Source: an optimization exercise on an open RTL-to-GDS flow (aim: small area, a short achievable clock period and few clock cycles per item). Production flows keep margins and buffers that such runs may drop. Only simulation tests tie the RTL to the original design; equivalence was not proved. Power and IR drop assume default switching activity.

==> inputs of 10-27 <==
## hierarchical_bitmap_find_first
module hierarchical_bitmap_find_first (
  input  logic        clk,
  input  logic        rst,
  input  logic        req_valid,
  output logic        req_ready,
  input  logic [2:0]  req_op,
  input  logic [11:0] req_index,
  input  logic        req_value,
  output logic        rsp_valid,
  input  logic        rsp_ready,
  output logic        rsp_bit_state,
  output logic [11:0] rsp_first_index,
  output logic        rsp_is_empty
);
  logic          clr, fill, fill_value, we, wr_value;
  logic [15:0]   rd_word;
  logic          freeze;
  logic [15:0]   wr_g, wr_r, wr_c;
  logic [15:0]   rd_g, rd_j;
  logic [15:0]   ja, jb, nz_any, nz_two;
  logic [255:0]   lw1;
  logic [255:0]   lw2;
  logic [255:0]   wa;
  logic [255:0]   wb;
  logic          f1_valid, f2_valid, f2_unknown;
  logic          l_empty, l_fill1, l_set1, l_we, l_wval, f1_unknown, f1_gt, f1_eq;
  logic [11:0]   cur_idx, nl_idx;
  logic          nl_set1, nl_we, nl_wval;
  logic [11:0]   l_idx;
  logic [11:0]   f1_index, f2_index;
  hbff_ctrl u_ctrl (
    .clk             (clk),
    .rst             (rst),
    .req_valid       (req_valid),
    .req_ready       (req_ready),
    .req_op          (req_op),
    .req_index       (req_index),
    .req_value       (req_value),
    .rsp_valid       (rsp_valid),
  ...
==> flow/config.mk <==
export PLATFORM = sky130hd
export DESIGN_NAME = hierarchical_bitmap_find_first
export DESIGN_NICKNAME = hierarchical_bitmap_find_first
export VERILOG_FILES = /design/flow/design.v
export SDC_FILE = /design/flow/constraint.sdc
export NUM_CORES = 4
export LEC_CHECK = 0
export CAP_MARGIN = 20
export CELL_PAD_IN_SITES_DETAIL_PLACEMENT = 1
export CELL_PAD_IN_SITES_GLOBAL_PLACEMENT = 1
export CORE_MARGIN = 2
export CORE_UTILIZATION = 40
export GPL_TIMING_DRIVEN = 1
export PLACE_DENSITY = 0.5
export SETUP_SLACK_MARGIN = 5
export SLEW_MARGIN = 20
export SYNTH_MEMORY_MAX_BITS = 8192
==> flow/constraint.sdc <==
create_clock -name core_clock -period 10.0 [get_ports {clk}]
set_input_delay 2.0000 -clock core_clock [delete_from_list [all_inputs] [get_ports {clk}]]
set_output_delay 2.0000 -clock core_clock [all_outputs]
set_load 0.01 [all_outputs]
run.sh (not shown) runs the stock make flow with config.mk's settings and CLKGATE_MAP_FILE= SYNTH_SCRIPT=/design/flow/synth_recipe.tcl, a recipe that flattens the netlist after the stock synthesis.
==> 09-05: changes against 10-27 <==
- CELL_PAD_IN_SITES_DETAIL_PLACEMENT: 1 -> unset
- CELL_PAD_IN_SITES_GLOBAL_PLACEMENT: 1 -> unset
- CORE_UTILIZATION: 40 -> 45
- MIN_ROUTING_LAYER: unset -> met2
- PLACE_DENSITY: 0.5 -> 0.6
==> comparison table <==
metric                                                                                              10-27                      09-05
Die Wd                                                                                             774 um                     730 um
Total placed cells including tap cells                                                             29,200                     28,400
Post-detailed-placement cell area                                                            253,000 um^2               252,000 um^2
HPWL Detailed                                                                                1,210,000 um               1,150,000 um
CTS-repair resized insts                                                                            1,276                      1,164
I/O Pins                                                                                               36                         36
Deepest level of the CTS H-tree                                                                         6                          5
Run status                                                                       finished with violations             did not finish
Stage where the flow stopped                                                                            -                    5_1_grt
Layout check failures                                     max-capacitance violations, max-slew violations                          -
Post-CTS setup buffer count                                                                           545                        466
Die height                                                                                         774 um                     730 um
Cell type with the highest aggregate area in the netlist                        sky130_fd_sc_hd__edfxtp_1  sky130_fd_sc_hd__edfxtp_1
RePlAce Congestion                                                                                   1.15                       1.46
Number of buffers created by CTS                                                                      528                        476
Worst-case setup slack after placement                                                            2.05 ns                    2.22 ns
Most common cell in the synthesized netlist                                       sky130_fd_sc_hd__nor2_1    sky130_fd_sc_hd__nor2_1
Site Rows                                                                                             282                        266
Initial cell density of the core                                                                    40.2%                      45.2%
Number of I/O port buffers                                                                             35                         35
Testbench counts of 10-27, summed over its fixed seeds: cycles 24,826, items 24,000.
Testbench counts of 09-05, summed over its fixed seeds: cycles 24,826, items 24,000.

---

==> v4: inputs <==
==> flow/design.v <==
`timescale 1ns / 1ps
`default_nettype none
package hbff_pkg;
  localparam int WORD_LOG2  = 4;
  localparam int WORD_BITS  = 1 << WORD_LOG2;
  localparam int MAP_LOG2   = 12;
  localparam int SPAN_LOG2  = MAP_LOG2 - WORD_LOG2;
  localparam int LEAF_AW    = SPAN_LOG2;
  localparam int LEAF_COUNT = 1 << LEAF_AW;
  localparam int MID_AW     = SPAN_LOG2 - WORD_LOG2;
  localparam int MID_COUNT  = 1 << MID_AW;
  localparam int TOP_ACT    = SPAN_LOG2 % WORD_LOG2;
  typedef logic [WORD_BITS-1:0]  word_t;
  typedef logic [WORD_LOG2-1:0]  bitpos_t;
  typedef logic [MAP_LOG2-1:0]   pos_t;
  typedef logic [LEAF_AW-1:0]    leaf_addr_t;
  typedef logic [MID_AW-1:0]     mid_addr_t;
  typedef logic [2:0]            op_t;
  localparam word_t TOP_FILL = (TOP_ACT == 0) ? '1 :
                               word_t'((1 << (1 << TOP_ACT)) - 1);
  localparam op_t OP_GET  = 3'd0;
  localparam op_t OP_SET  = 3'd1;
  localparam op_t OP_FIND = 3'd2;
  localparam op_t OP_POP  = 3'd3;
  localparam op_t OP_FILL = 3'd4;
  typedef enum logic [2:0] {
    ST_IDLE,
    ST_TOP,
    ST_MID,
    ST_LEAF,
    ST_UP,
    ST_FILL,
    ST_DONE
  } state_t;
  typedef struct packed {
    logic accept;
    logic top_step;
    logic mid_step;
    logic leaf_step;
    logic leaf_get;
    logic leaf_find;
    logic leaf_write;
    logic up_step;
    logic fill_step;
    logic load_out;
  } cmd_t;
  typedef struct packed {
    op_t  in_op;
    op_t  op_q;
    logic top_zero;
  } status_t;
  function automatic bitpos_t tz(word_t w);
    bitpos_t n;
    n = '0;
    for (int i = WORD_BITS - 1; i >= 0; i--) begin
      if (w[i]) n = i[WORD_LOG2-1:0];
    end
    tz = n;
  endfunction
  function automatic word_t put_bit(word_t w, bitpos_t sel, logic b);
    word_t one;
    one = {{(WORD_BITS-1){1'b0}}, 1'b1} << sel;
    put_bit = b ? (w | one) : (w & ~one);
  endfunction
endpackage
`default_nettype wire
`timescale 1ns / 1ps
`default_nettype none
module hbff_ram #(
  parameter int WIDTH = 16,
  parameter int DEPTH = 256
) (
  input  logic                     clk,
  input  logic                     we,
  input  logic [$clog2(DEPTH)-1:0] waddr,
  input  logic [WIDTH-1:0]         wdata,
  input  logic [$clog2(DEPTH)-1:0] raddr,
  output logic [WIDTH-1:0]         rdata
);
  logic [WIDTH-1:0] mem [DEPTH];
  always_ff @(posedge clk) begin
    if (we) mem[waddr] <= wdata;
    rdata <= mem[raddr];
  end
endmodule
`default_nettype wire
`timescale 1ns / 1ps
`default_nettype none
module hbff_ctrl (
  input  logic             clk,
  input  logic             rst,
  input  logic             req_valid,
  output logic             req_ready,
  output logic             rsp_valid,
  input  logic             rsp_ready,
  input  hbff_pkg::status_t status,
  output hbff_pkg::cmd_t    cmd
);
  hbff_pkg::state_t state;
  hbff_pkg::state_t state_next;
  always_ff @(posedge clk) begin
    if (rst) begin
      state     <= hbff_pkg::ST_IDLE;
      rsp_valid <= 1'b0;
    end else begin
      state <= state_next;
      if (cmd.load_out) rsp_valid <= 1'b1;
      else if (rsp_ready) rsp_valid <= 1'b0;
    end
  end
  assign req_ready = (state == hbff_pkg::ST_IDLE);
  always_comb begin
    state_next = state;
    cmd        = '0;
    case (state)
      hbff_pkg::ST_IDLE: begin
        if (req_valid) begin
          cmd.accept = 1'b1;
          case (status.in_op)
            hbff_pkg::OP_GET, hbff_pkg::OP_SET:  state_next = hbff_pkg::ST_LEAF;
            hbff_pkg::OP_FIND, hbff_pkg::OP_POP: state_next = hbff_pkg::ST_TOP;
            hbff_pkg::OP_FILL:         state_next = hbff_pkg::ST_FILL;
            default:         state_next = hbff_pkg::ST_DONE;
          endcase
        end
      end
      hbff_pkg::ST_TOP: begin
        cmd.top_step = 1'b1;
        state_next   = status.top_zero ? hbff_pkg::ST_DONE : hbff_pkg::ST_MID;
      end
      hbff_pkg::ST_MID: begin
        cmd.mid_step = 1'b1;
        state_next   = hbff_pkg::ST_LEAF;
      end
      hbff_pkg::ST_LEAF: begin
        cmd.leaf_step = 1'b1;
        state_next    = hbff_pkg::ST_DONE;
        case (status.op_q)
          hbff_pkg::OP_GET: cmd.leaf_get = 1'b1;
          hbff_pkg::OP_SET: begin
            cmd.leaf_write = 1'b1;
            state_next     = hbff_pkg::ST_UP;
          end
          hbff_pkg::OP_FIND: cmd.leaf_find = 1'b1;
          hbff_pkg::OP_POP: begin
            cmd.leaf_find  = 1'b1;
            cmd.leaf_write = 1'b1;
            state_next     = hbff_pkg::ST_UP;
          end
          default: ;
        endcase
      end
      hbff_pkg::ST_UP: begin
        cmd.up_step = 1'b1;
        state_next  = hbff_pkg::ST_DONE;
      end
      hbff_pkg::ST_FILL: begin
        cmd.fill_step = 1'b1;
        state_next    = hbff_pkg::ST_DONE;
      end
      hbff_pkg::ST_DONE: begin
        if (!rsp_valid || rsp_ready) begin
          cmd.load_out = 1'b1;
          state_next   = hbff_pkg::ST_IDLE;
        end
      end
      default: state_next = hbff_pkg::ST_IDLE;
    endcase
  end
endmodule
`default_nettype wire
`timescale 1ns / 1ps
`default_nettype none
module hbff_dp (
  input  logic              clk,
  input  logic              rst,
  input  hbff_pkg::cmd_t    cmd,
  output hbff_pkg::status_t status,
  input  logic [2:0]        in_op,
  input  logic [11:0]       in_index,
  input  logic              in_value,
  output logic              rsp_bit_state,
  output logic [11:0]       rsp_first_index,
  output logic              rsp_is_empty
);
  hbff_pkg::op_t    op_q;
  logic   value_q;
  hbff_pkg::pos_t   pos;
  logic   res_bit;
  logic   res_empty;
  logic   carry;
  logic   fill;
  logic [hbff_pkg::LEAF_COUNT-1:0] leaf_valid;
  hbff_pkg::word_t  mid_words [hbff_pkg::MID_COUNT];
  hbff_pkg::word_t  top_word;
  hbff_pkg::mid_addr_t  top_sel;
  hbff_pkg::bitpos_t    mid_sel;
  hbff_pkg::leaf_addr_t leaf_addr;
  hbff_pkg::leaf_addr_t raddr;
  hbff_pkg::word_t      rdata;
  hbff_pkg::word_t      mid_word;
  hbff_pkg::word_t      leaf_word;
  hbff_pkg::bitpos_t    leaf_sel;
  hbff_pkg::word_t      leaf_new;
  hbff_pkg::word_t      mid_new;
  assign top_sel   = pos[hbff_pkg::MAP_LOG2-1 -: hbff_pkg::MID_AW];
  assign mid_sel   = pos[hbff_pkg::LEAF_AW-1 -: hbff_pkg::WORD_LOG2];
  assign leaf_addr = pos[hbff_pkg::MAP_LOG2-1 -: hbff_pkg::LEAF_AW];
  assign mid_word  = mid_words[top_sel];
  always_comb begin
    if (cmd.accept) raddr = in_index[hbff_pkg::MAP_LOG2-1 -: hbff_pkg::LEAF_AW];
    else if (cmd.mid_step) raddr = {top_sel, hbff_pkg::tz(mid_word)};
    else raddr = leaf_addr;
  end
  hbff_ram #(
    .WIDTH (hbff_pkg::WORD_BITS),
    .DEPTH (hbff_pkg::LEAF_COUNT)
  ) u_leaf_ram (
    .clk   (clk),
    .we    (cmd.leaf_step && cmd.leaf_write),
    .waddr (leaf_addr),
    .wdata (leaf_new),
    .raddr (raddr),
    .rdata (rdata)
  );
  assign leaf_word = leaf_valid[leaf_addr] ? rdata : {hbff_pkg::WORD_BITS{fill}};
  assign leaf_sel  = cmd.leaf_find ? hbff_pkg::tz(leaf_word) : pos[hbff_pkg::WORD_LOG2-1:0];
  assign leaf_new  = hbff_pkg::put_bit(leaf_word, leaf_sel, cmd.leaf_find ? 1'b0 : value_q);
  assign mid_new   = hbff_pkg::put_bit(mid_word, mid_sel, carry);
  assign status.in_op    = in_op;
  assign status.op_q     = op_q;
  assign status.top_zero = (top_word == '0);
  always_ff @(posedge clk) begin
    if (rst) begin
      leaf_valid <= '0;
      fill       <= 1'b0;
      top_word   <= '0;
      for (int i = 0; i < hbff_pkg::MID_COUNT; i++) mid_words[i] <= '0;
    end else if (cmd.fill_step) begin
      leaf_valid <= '0;
      fill       <= value_q;
      top_word   <= value_q ? hbff_pkg::TOP_FILL : '0;
      for (int i = 0; i < hbff_pkg::MID_COUNT; i++) mid_words[i] <= {hbff_pkg::WORD_BITS{value_q}};
    end else begin
      if (cmd.leaf_step && cmd.leaf_write) leaf_valid[leaf_addr] <= 1'b1;
      if (cmd.up_step) begin
        mid_words[top_sel] <= mid_new;
        top_word[top_sel]  <= (mid_new != '0);
      end
    end
  end
  always_ff @(posedge clk) begin
    if (cmd.accept) begin
      op_q      <= in_op;
      value_q   <= in_value;
      pos       <= in_index;
      res_bit   <= 1'b0;
      res_empty <= 1'b0;
    end
    if (cmd.top_step) begin
      if (top_word == '0) res_empty <= 1'b1;
      else pos[hbff_pkg::MAP_LOG2-1 -: hbff_pkg::MID_AW] <= hbff_pkg::tz(top_word);
    end
    if (cmd.mid_step) pos[hbff_pkg::LEAF_AW-1 -: hbff_pkg::WORD_LOG2] <= hbff_pkg::tz(mid_word);
    if (cmd.leaf_step) begin
      if (cmd.leaf_find) pos[hbff_pkg::WORD_LOG2-1:0] <= leaf_sel;
      if (cmd.leaf_get) res_bit <= leaf_word[pos[hbff_pkg::WORD_LOG2-1:0]];
      carry <= (leaf_new != '0);
    end
  end
  always_ff @(posedge clk) begin
    if (cmd.load_out) begin
      rsp_bit_state   <= res_bit;
      rsp_is_empty    <= res_empty;
      rsp_first_index <= ((op_q == hbff_pkg::OP_FIND || op_q == hbff_pkg::OP_POP) && !res_empty) ? pos : '0;
    end
  end
endmodule
`default_nettype wire
`timescale 1ns / 1ps
`default_nettype none
module hierarchical_bitmap_find_first (
  input  logic        clk,
  input  logic        rst,
  input  logic        req_valid,
  output logic        req_ready,
  input  logic [2:0]  req_op,
  input  logic [11:0] req_index,
  input  logic        req_value,
  output logic        rsp_valid,
  input  logic        rsp_ready,
  output logic        rsp_bit_state,
  output logic [11:0] rsp_first_index,
  output logic        rsp_is_empty
);
  hbff_pkg::cmd_t    cmd;
  hbff_pkg::status_t status;
  hbff_ctrl u_ctrl (
    .clk       (clk),
    .rst       (rst),
    .req_valid (req_valid),
    .req_ready (req_ready),
    .rsp_valid (rsp_valid),
    .rsp_ready (rsp_ready),
    .status    (status),
    .cmd       (cmd)
  );
  hbff_dp u_dp (
    .clk             (clk),
    .rst             (rst),
    .cmd             (cmd),
    .status          (status),
    .in_op           (req_op),
    .in_index        (req_index),
    .in_value        (req_value),
    .rsp_bit_state   (rsp_bit_state),
    .rsp_first_index (rsp_first_index),
    .rsp_is_empty    (rsp_is_empty)
  );
endmodule
`default_nettype wire
==> flow/run.sh <==
#!/bin/bash
# synth_recipe.tcl (not shown) runs the flow's synth.tcl, then flattens the netlist and writes it again
# the make line also repeats each setting of config.mk as NAME=value (left out here)
make -C /OpenROAD-flow-scripts/flow DESIGN_CONFIG=/design/flow/config.mk WORK_HOME=/design/flow/orfs CLKGATE_MAP_FILE= SYNTH_SCRIPT=/design/flow/synth_recipe.tcl finish
==> flow/config.mk <==
export PLATFORM = sky130hd
export DESIGN_NAME = hierarchical_bitmap_find_first
export DESIGN_NICKNAME = hierarchical_bitmap_find_first
export VERILOG_FILES = /design/flow/design.v
export SDC_FILE = /design/flow/constraint.sdc
export NUM_CORES = 4
export LEC_CHECK = 0
export CAP_MARGIN = 20
export CORE_MARGIN = 2
export CORE_UTILIZATION = 30
export GPL_TIMING_DRIVEN = 1
export PLACE_DENSITY = 0.4
export SETUP_SLACK_MARGIN = 4
export SLEW_MARGIN = 20
export SYNTH_MEMORY_MAX_BITS = 8192
==> flow/constraint.sdc <==
create_clock -name core_clock -period 10.0 [get_ports {clk}]
set_input_delay 2.0000 -clock core_clock [delete_from_list [all_inputs] [get_ports {clk}]]
set_output_delay 2.0000 -clock core_clock [all_outputs]
set_load 0.01 [all_outputs]
==> v1: changes against v4 <==
- SETUP_SLACK_MARGIN: 4 -> 2
==> v17: changes against v4 <==
- GPL_TIMING_DRIVEN: 1 -> not set
- SETUP_SLACK_MARGIN: 4 -> not set
==> comparison table <==
Status: v4 timing/DRC/antenna clean; v1 timing/DRC/antenna clean; v17 timing/DRC/antenna clean
Worst hold slack after final layout: v4 0.446 ns; v1 0.459 ns; v17 0.457 ns
Global-route track usage on met1: v4 33.5%; v1 34.9%; v17 34.6%
Global-route wire length before repair: v4 1050000 microns; v1 1020000 microns; v17 1020000 microns
Post-layout instance area: v4 222000 sq um; v1 218000 sq um; v17 218000 sq um
Critical Path AT: v4 7.06 ns; v1 8.84 ns; v17 9.12 ns
Startpoint of the worst hold path: v4 u_dp.fill; v1 u_dp.leaf_valid[210]; v17 u_dp.leaf_valid[78]
Upper clock frequency limit: v4 163 MHz; v1 127 MHz; v17 123 MHz
Non-clock buffer contribution to total cell area: v4 4.15%; v1 3.12%; v17 3.03%
Final Core Density: v4 35.9%; v1 35.2%; v17 35.2%
Path length in cells of the critical path: v4 17; v1 16; v17 17
Power density over the cells: v4 330 nW/um^2; v1 322 nW/um^2; v17 321 nW/um^2
Average vias per placed instance: v4 5.43; v1 5.39; v17 5.38
Sw frac: v4 41.4%; v1 40.8%; v17 40.8%
Source of the critical timing path: v4 u_dp.pos[9]; v1 u_dp.pos[8]; v17 u_ctrl.state[0]
RSZ-0062 raised after global routing: v4 true; v1 true; v17 false
Testbench counts of v4, summed over its fixed seeds: cycles 107,024, items 24,000.
Testbench counts of v1, summed over its fixed seeds: cycles 107,024, items 24,000.
Testbench counts of v17, summed over its fixed seeds: cycles 107,024, items 24,000.

-- afterwards: timing with drivers on the ports --
The results above use ideal ports. As a check the final layouts listed here were re-extracted and re-timed, cells and wires unchanged.
Step 1: set_driving_cell puts a clkbuf_16 on clk and a buf_2 on each other input, an assumption about the parent block.
Step 2 also shifts input and output timing later by t, the mid clock arrival at the registers, as if the neighbouring blocks saw the same clock.
Three values: ideal, step 1, step 2; two values: the first two.
run | shift t [ns] | setup slack, ns | hold WS [ns] | slew at the worst register clock pin (ns)
10-27 | 1.292 | 4.442 / 4.442 / 4.442 | 0.484 / 0.484 / 0.484 | 0.07 / 0.07
v4 | 1.220 | 3.866 / 3.866 / 2.896 | 0.446 / 0.446 / 0.446 | 0.07 / 0.07
v1 | 1.196 | 2.127 / 2.127 / 1.484 | 0.459 / 0.459 / 0.459 | 0.06 / 0.06
v17 | 1.202 | 1.863 / 1.863 / 0.849 | 0.457 / 0.457 / 0.457 | 0.06 / 0.06
For v17, which loses most, drivers alone change the setup slack by 0.000 ns; drivers and shift together by -1.014 ns.
